Background: an optimization exercise with open tools, aiming at small area, a short achievable clock period and few clock cycles per item. Do not read the settings as production practice.
Where RTL was checked, it was by simulation tests only, not by an equivalence proof against the original.
Power figures rest on the tool's default switching activity, not on a simulated workload.

## v45
==> flow/design.v (excerpt) <==
module matmul_engine
#(
    parameter int DATA_WIDTH = matmul_pkg::DEF_DATA_WIDTH,
    parameter int BUS_WIDTH  = matmul_pkg::DEF_BUS_WIDTH,
    parameter int DIM        = matmul_pkg::DEF_DIM
) (
    input  logic                          clk_i,
    input  logic                          rst_i,
    input  logic                          start_i,
    input  logic                          mode_i,
    input  logic [DIM*DATA_WIDTH-1:0]     a_col_i,
    input  logic [DIM*DATA_WIDTH-1:0]     b_row_i,
    input  logic                          op_valid_i,
    output logic                          op_ready_o,
    input  logic [DIM*DIM*BUS_WIDTH-1:0]  c_i,
    output logic [DIM*DIM*BUS_WIDTH-1:0]  m_o,
    output logic [DIM*DIM-1:0]            flags_o,
    output logic                          busy_o,
    output logic                          done_o,
    output logic [$clog2(DIM+1)-1:0]      beat_cnt_o
);
export LEC_CHECK = 0
export CAP_MARGIN = 0
export CORE_MARGIN = 2
export CORE_UTILIZATION = 40
export SETUP_SLACK_MARGIN = 2.3
export SLEW_MARGIN = 0
create_clock -name core_clock -period 7.0 [get_ports {clk_i}]
standard.sh (not shown) runs the stock make flow with config.mk's settings and CLKGATE_MAP_FILE= SYNTH_SCRIPT=/design/flow/synth_recipe.tcl, a recipe that flattens the netlist after the stock synthesis.
==> flow/flow/run.sh <==
#!/bin/bash
# The standard layout, with plain buf_1 cells as the input and output port
# buffers (every port still gets its own buffer). The make output goes to
# standard.log; ORFS's per-step logs stay under orfs/logs/.
set -euo pipefail
export BUFFER_PORTS_ARGS="-buffer_cell sky130_fd_sc_hd__buf_1"
bash standard.sh > standard.log 2>&1
Testbench counts of v45, summed over its fixed seeds: cycles 8,008, items 1,600.
Inputs modified between v45 and v33:
- SLEW_MARGIN: 0 -> 20
- CAP_MARGIN: 0 -> 20
- ABC_AREA: unset -> 1
- CORE_UTILIZATION: 40 -> 30
- SETUP_SLACK_MARGIN: 2.3 -> 2.6
==> flow/flow/run.sh <==
#!/bin/bash
# The standard layout with two changes to how it is made:
# - plain buf_1 cells as the input and output port buffers (every port still
#   gets its own buffer);
# - yosys synth without its internal "abc -fast" pre-mapping (-noabc), so
#   that the adder extraction sees the full-adder tree as written. Registers
#   and their names are the same as in the standard synthesis.
# The make output goes to standard.log; ORFS's per-step logs stay under
# orfs/logs/.
set -euo pipefail
export BUFFER_PORTS_ARGS="-buffer_cell sky130_fd_sc_hd__buf_1"
export SYNTH_ARGS="-noabc"
bash standard.sh > standard.log 2>&1
Findings:
- On v33: footprint of the multi-input gates is about 2.3% lower than what v45 gave.
- [compare] base=v45 new=v33: weighted congestion reported at the end of routability-driven placement now smaller, filler cell count moved up, synthesized cell count rose 633, smallest setup slack after layout up 310 ps.
- v33 does better than v45 on first-iteration DRC count.
- From v45 to v33 the numbers moved as follows: number of endpoints failing setup at the final stage stayed essentially flat, critical path depth in cells shows an increase of 2, ratio of final minimum period to clock period moved down, sum of met3 wire segment lengths after detailed routing climbed about 1%.
Input changes introduced in v15 (baseline for comparison: v33):
- TNS_END_PERCENT newly set to 10
- ABC_AREA removed (was 1)
- CORE_UTILIZATION changed from 30 to 40
- SETUP_SLACK_MARGIN changed from 2.6 to 2.3
==> flow/flow/run.sh <==
#!/bin/bash
# The standard layout, with plain buf_1 cells as the input and output port
# buffers (every port still gets its own buffer). The make output goes to
# standard.log; ORFS's per-step logs stay under orfs/logs/.
set -euo pipefail
export BUFFER_PORTS_ARGS="-buffer_cell sky130_fd_sc_hd__buf_1"
bash standard.sh > standard.log 2>&1
Results
- Cell area after layout, v15 and v33, lower one = v15.
- v15 vs v33 — utilization after layout rose 12 points.
- Most common cell after layout, fill and taps aside = inv_1: v15; most common cell after layout, fill and taps aside = nand2_1: v33
- Net count of the mapped netlist down 9.8% in v15 wrt v33
- Of the two values seen for cell with the largest stage delay on the worst path, or3_1 was produced by v15 and fa_1 by v33.
- For v33, the critical path launch point was b_row_i[3], unlike v15, where it was g_row[0].g_col[3].u_pe.c_q[3].
- In the tables for v15 and v33, number of DRC violations after detailed-routing iteration 0 reads higher with v33.
- v15 improves on v33 in maximum ir drop on the vdd rail.
--- input diff v15..v21 ---
- clearing TNS_END_PERCENT, which used to be 10
- putting ABC_AREA at 1 where nothing was set
- swapping 2.3 for 2.6 in SETUP_SLACK_MARGIN
==> flow/flow/run.sh <==
#!/bin/bash
# The standard layout with two changes to how it is made:
# - plain buf_1 cells as the input and output port buffers (every port still
#   gets its own buffer);
# - yosys synth without its internal "abc -fast" pre-mapping (-noabc), so
#   that the adder extraction sees the full-adder tree as written. Registers
#   and their names are the same as in the standard synthesis.
# The make output goes to standard.log; ORFS's per-step logs stay under
# orfs/logs/.
set -euo pipefail
export BUFFER_PORTS_ARGS="-buffer_cell sky130_fd_sc_hd__buf_1"
export SYNTH_ARGS="-noabc"
bash standard.sh > standard.log 2>&1
### Flow results
Relative to v15, peak fanout along the critical path decreased by 3 in v21.
Summary of the comparison: global routing met3 resource utilization is lower in v21, relative to v15.
v15 reports its type of the worst setup path as flop to primary output while v21 reports input port to flop.
Post-synthesis instance area essentially unchanged between v15 and v21.
Compared with v15, in v21 sequential share of layout area level, power down about 1.1%, count of clock-buffer cells in the layout down 4, highest clock frequency the design can meet now sits higher.
Delta (v21 minus v15): layout buffer count excluding clock buffers now smaller, sum of met3 wire segment lengths after detailed routing now smaller, worst setup margin now larger, number of setup buffers added after CTS now larger.
Edits applied to the flow inputs when going from v21 to v48:
- SETUP_SLACK_MARGIN changed from 2.6 to 2.3
Findings:
- v48 and v21 ended up with nearly the same synthesis-stage register bit count.
- Power: v48 draws less than v21
- Between v21 and v48, the flow reports buffer count excluding the clock tree in the final layout decreasing by a few percent.
- On v48: fraction of area in multi-input gates is 0.51 points higher than what v21 gave.
Input-level comparison between v38 and v48:
- SETUP_SLACK_MARGIN changed from 2.3 to 2.5
- ABC_AREA removed (was 1)
## What came out
- v38 improves on v48 in post-route worst setup slack.
- Cmp v48 and v38 / cell area / higher: v38
- The count of plain and timing-repair buffers in the layout of v38 exceeds that of v48 by about 20%.
- Clock share of power across v48 and v38: no real change.

* * *

matmul_engine, a different RTL version from the one above (not shown whole).
Size: roughly 5,400 cells after synthesis, about 420 flip-flops, roughly 47,000 sq um of cells after synthesis.
clock: 7.0 ns
lec_check: 0
cap_margin: 20
core_margin: 2
core_utilization: 40
setup_slack_margin: 2.3
slew_margin: 20
==> flow/flow/run.sh <==
#!/bin/bash
# The standard layout, with plain buf_1 cells as the input and output port
# buffers (every port still gets its own buffer). The make output goes to
# standard.log; ORFS's per-step logs stay under orfs/logs/.
set -euo pipefail
export BUFFER_PORTS_ARGS="-buffer_cell sky130_fd_sc_hd__buf_1"
bash standard.sh > standard.log 2>&1
Then changed:
Settings changed: SETUP_SLACK_MARGIN 2.3 to 1.7.
- cell count went down by a few percent
- routed wire length went down by a few percent
- global-route usage went down by 1.1 points
- count of clock-buffer cells in the layout went up by 1
- sequential cell count stays the same
- clock skew went up by 0.0080 ns
- via count went down by a few percent
- cell area went down by a few percent
- synthesized cell count stays the same
- fmax went down by roughly a tenth
- setup slack degrades by 0.53 ns
No run of this note included a check of the RTL's function; only the layout flow was run.

* * *

## build 71
RTL: one of the versions met above, not the one the previous note started from.
Size in the first run: roughly 420 flip-flops, about 0.046 mm2 of cells after synthesis.
==> flow/design.v (excerpt) <==
module matmul_engine
#(
    parameter int DATA_WIDTH = matmul_pkg::DEF_DATA_WIDTH,
    parameter int BUS_WIDTH  = matmul_pkg::DEF_BUS_WIDTH,
    parameter int DIM        = matmul_pkg::DEF_DIM
) (
    input  logic                          clk_i,
    input  logic                          rst_i,
    input  logic                          start_i,
    input  logic                          mode_i,
    input  logic [DIM*DATA_WIDTH-1:0]     a_col_i,
    input  logic [DIM*DATA_WIDTH-1:0]     b_row_i,
    input  logic                          op_valid_i,
    output logic                          op_ready_o,
    input  logic [DIM*DIM*BUS_WIDTH-1:0]  c_i,
    output logic [DIM*DIM*BUS_WIDTH-1:0]  m_o,
    output logic [DIM*DIM-1:0]            flags_o,
    output logic                          busy_o,
    output logic                          done_o,
    output logic [$clog2(DIM+1)-1:0]      beat_cnt_o
);
    localparam int CW = $clog2(DIM + 1);
    logic          busy_q, done_q;
    logic [CW-1:0] beat_cnt_q;
    logic          start_ok, accept, last;
    assign start_ok = start_i && !busy_q && !rst_i;
  ...
export LEC_CHECK = 0
export ABC_AREA = 1
export CAP_MARGIN = 20
export CORE_MARGIN = 2
export CORE_UTILIZATION = 40
export SETUP_SLACK_MARGIN = 2.9
export SLEW_MARGIN = 20
create_clock -name core_clock -period 7.0 [get_ports {clk_i}]
==> flow/flow/run.sh <==
#!/bin/bash
# The standard layout with two changes to how it is made:
# - plain buf_1 cells as the input and output port buffers (every port still
#   gets its own buffer);
# - yosys synth without its internal "abc -fast" pre-mapping (-noabc), so
#   that the adder extraction sees the full-adder tree as written. Registers
#   and their names are the same as in the standard synthesis.
# The make output goes to standard.log; ORFS's per-step logs stay under
# orfs/logs/.
set -euo pipefail
export BUFFER_PORTS_ARGS="-buffer_cell sky130_fd_sc_hd__buf_1"
export SYNTH_ARGS="-noabc"
bash standard.sh > standard.log 2>&1
Testbench counts of build 71, summed over its fixed seeds: cycles 8,008, items 1,600.
What build 44 does differently from build 71 at the input level:
# build 71
export LEC_CHECK = 0
export ABC_AREA = 1
export CAP_MARGIN = 20
export CORE_MARGIN = 2
export CORE_UTILIZATION = 40
export SETUP_SLACK_MARGIN = 2.9
export SLEW_MARGIN = 20
create_clock -name core_clock -period 7.0 [get_ports {clk_i}]
# build 44
export LEC_CHECK = 0
export CAP_MARGIN = 20
export CORE_MARGIN = 2
export CORE_UTILIZATION = 40
export SETUP_SLACK_MARGIN = 2.3
export SLEW_MARGIN = 20
create_clock -name core_clock -period 7.0 [get_ports {clk_i}]
### Flow results
Every stage of the flow completed for build 71, and the final layout passed the timing, DRC and antenna checks.
Build 44 was carried through to the last stage, and its layout satisfied the timing, DRC and antenna checks.
Power dissipated by switching net loads: build 44 vs build 71 down 14%
Relative to build 71, core utilization of the finished layout has decreased by 2.2 points in build 44.
For routed wire length on met3, dividing the value from build 44 by the value from build 71 gives 0.823.
Row worst-case hold slack: build 44 higher / build 71 lower
Looking at most frequent standard cell in the layout excluding fill and tap cells, the nand2_1 result is from build 71; the buf_1 one comes from build 44.
Relative to build 44, the following input files were edited for build 60:
# build 44
export LEC_CHECK = 0
export CAP_MARGIN = 20
export CORE_MARGIN = 2
export CORE_UTILIZATION = 40
export SETUP_SLACK_MARGIN = 2.3
export SLEW_MARGIN = 20
create_clock -name core_clock -period 7.0 [get_ports {clk_i}]
# build 60
export LEC_CHECK = 0
export CAP_MARGIN = 20
export CORE_MARGIN = 2
export CORE_UTILIZATION = 40
export SETUP_SLACK_MARGIN = 2.6
export SLEW_MARGIN = 20
export TNS_END_PERCENT = 10
create_clock -name core_clock -period 7.0 [get_ports {clk_i}]
==> flow/flow/run.sh <==
#!/bin/bash
# The standard layout, with plain buf_1 cells as the input and output port
# buffers (every port still gets its own buffer). The make output goes to
# standard.log; ORFS's per-step logs stay under orfs/logs/.
set -euo pipefail
export BUFFER_PORTS_ARGS="-buffer_cell sky130_fd_sc_hd__buf_1"
bash standard.sh > standard.log 2>&1
Findings:
- Delta (build 60 minus build 44): count of vias placed by the detailed router has increased, synthesized cell count has increased.
- The run showing the smaller share of total power in combinational logic is build 44.
- In the reports for build 44 and build 60, the larger post-synthesis share of cell area spent on full adders, half adders and majority gates belongs to build 44.
#### Input delta (build 35 over build 60)
# build 60
export LEC_CHECK = 0
export CAP_MARGIN = 20
export CORE_MARGIN = 2
export CORE_UTILIZATION = 40
export SETUP_SLACK_MARGIN = 2.6
export SLEW_MARGIN = 20
export TNS_END_PERCENT = 10
create_clock -name core_clock -period 7.0 [get_ports {clk_i}]
# build 35
export LEC_CHECK = 0
export CAP_MARGIN = 20
export CORE_MARGIN = 2
export CORE_UTILIZATION = 40
export CTS_BUF_LIST = sky130_fd_sc_hd__clkbuf_8
export SETUP_SLACK_MARGIN = 2.3
export SLEW_MARGIN = 20
create_clock -name core_clock -period 7.0 [get_ports {clk_i}]
==> flow/flow/run.sh <==
#!/bin/bash
# The standard layout with two changes to how it is made:
# - plain buf_1 cells as the input and output port buffers (every port still
#   gets its own buffer);
# - yosys synth without its internal "abc -fast" pre-mapping (-noabc), so
#   that the adder extraction sees the full-adder tree as written. Registers
#   and their names are the same as in the standard synthesis.
# The make output goes to standard.log; ORFS's per-step logs stay under
# orfs/logs/.
set -euo pipefail
export BUFFER_PORTS_ARGS="-buffer_cell sky130_fd_sc_hd__buf_1"
export SYNTH_ARGS="-noabc"
bash standard.sh > standard.log 2>&1
## What came out
Build 35 did not stop at any stage, and its layout met the timing, DRC and antenna checks. [compare] base=build 60 new=build 35: count of non-filler cells in the finished layout decreased 557; final routed wirelength across all metal layers has decreased; pin count of the biggest net entering global routing picked up an extra about 150%; final worst slack lost 0.025 ns. Comparing build 35 and build 60, number of cells on the critical path is higher on build 60. On xor and xnor fraction of the mapped netlist area, the lower figure sits with build 60, not build 35. As of build 35, met1 layer wirelength in the final routing had fallen by a few percent compared to build 60. In build 35, the level count of the clock H-tree came out 1 above the value in build 60. Between build 35 and build 60, it is build 35 whose routed wirelength normalized by instance count is lower, by 6.9%. Looking at critical path launch point, the g_row[2].g_col[2].u_pe.s_q[11] result is from build 60; the g_row[2].g_col[0].u_pe.s_q[11] one comes from build 35. In the reports for build 35 and build 60, the smaller number of iterations in the first detailed-routing pass belongs to build 35.

[afterwards: timing with drivers on the ports]
In the flow no input, the clock included, has a driving cell. The finished layouts below were timed again as built, in two steps.
Step 1, drivers: a clkbuf_16 drives clk_i and a buf_2 each remaining input, both assumed.
Step 2 moves the port delays by t, midway between the first and last clock arrival at a register: inputs arrive t later, outputs are due t later. That takes back most of the time a late clock gives input paths.
Slacks: ideal ports / drivers / drivers and shift; pairs: ideal ports / drivers.
run	t, ns	slack for setup (ns)	slew at the worst register clock pin (ns)
v45	0.722	2.370 / 2.298 / 1.686	0.08 / 0.08
v33	0.732	2.679 / 2.651 / 1.919	0.07 / 0.07
v15	0.707	2.294 / 2.225 / 1.674	0.06 / 0.06
v21	0.730	2.730 / 2.664 / 1.998	0.07 / 0.07
v48	0.703	2.298 / 2.324 / 1.621	0.07 / 0.07
v38	0.726	2.513 / 2.453 / 1.842	0.07 / 0.07
the first run of note 2	0.726	2.318 / 2.259 / 1.636	0.07 / 0.07
the second run of note 2	0.724	1.785 / 1.733 / 1.030	0.07 / 0.07
build 71	0.730	2.893 / 2.877 / 2.212	0.07 / 0.07
build 44	0.708	2.389 / 2.331 / 1.715	0.07 / 0.07
build 60	0.744	2.416 / 2.341 / 1.857	0.07 / 0.07
build 35	0.802	2.391 / 2.317 / 1.657	0.07 / 0.07
After both steps every run listed still meets setup and hold. For v33, which loses most, drivers alone change the setup slack by -0.028 ns; drivers and shift together by -0.760 ns.
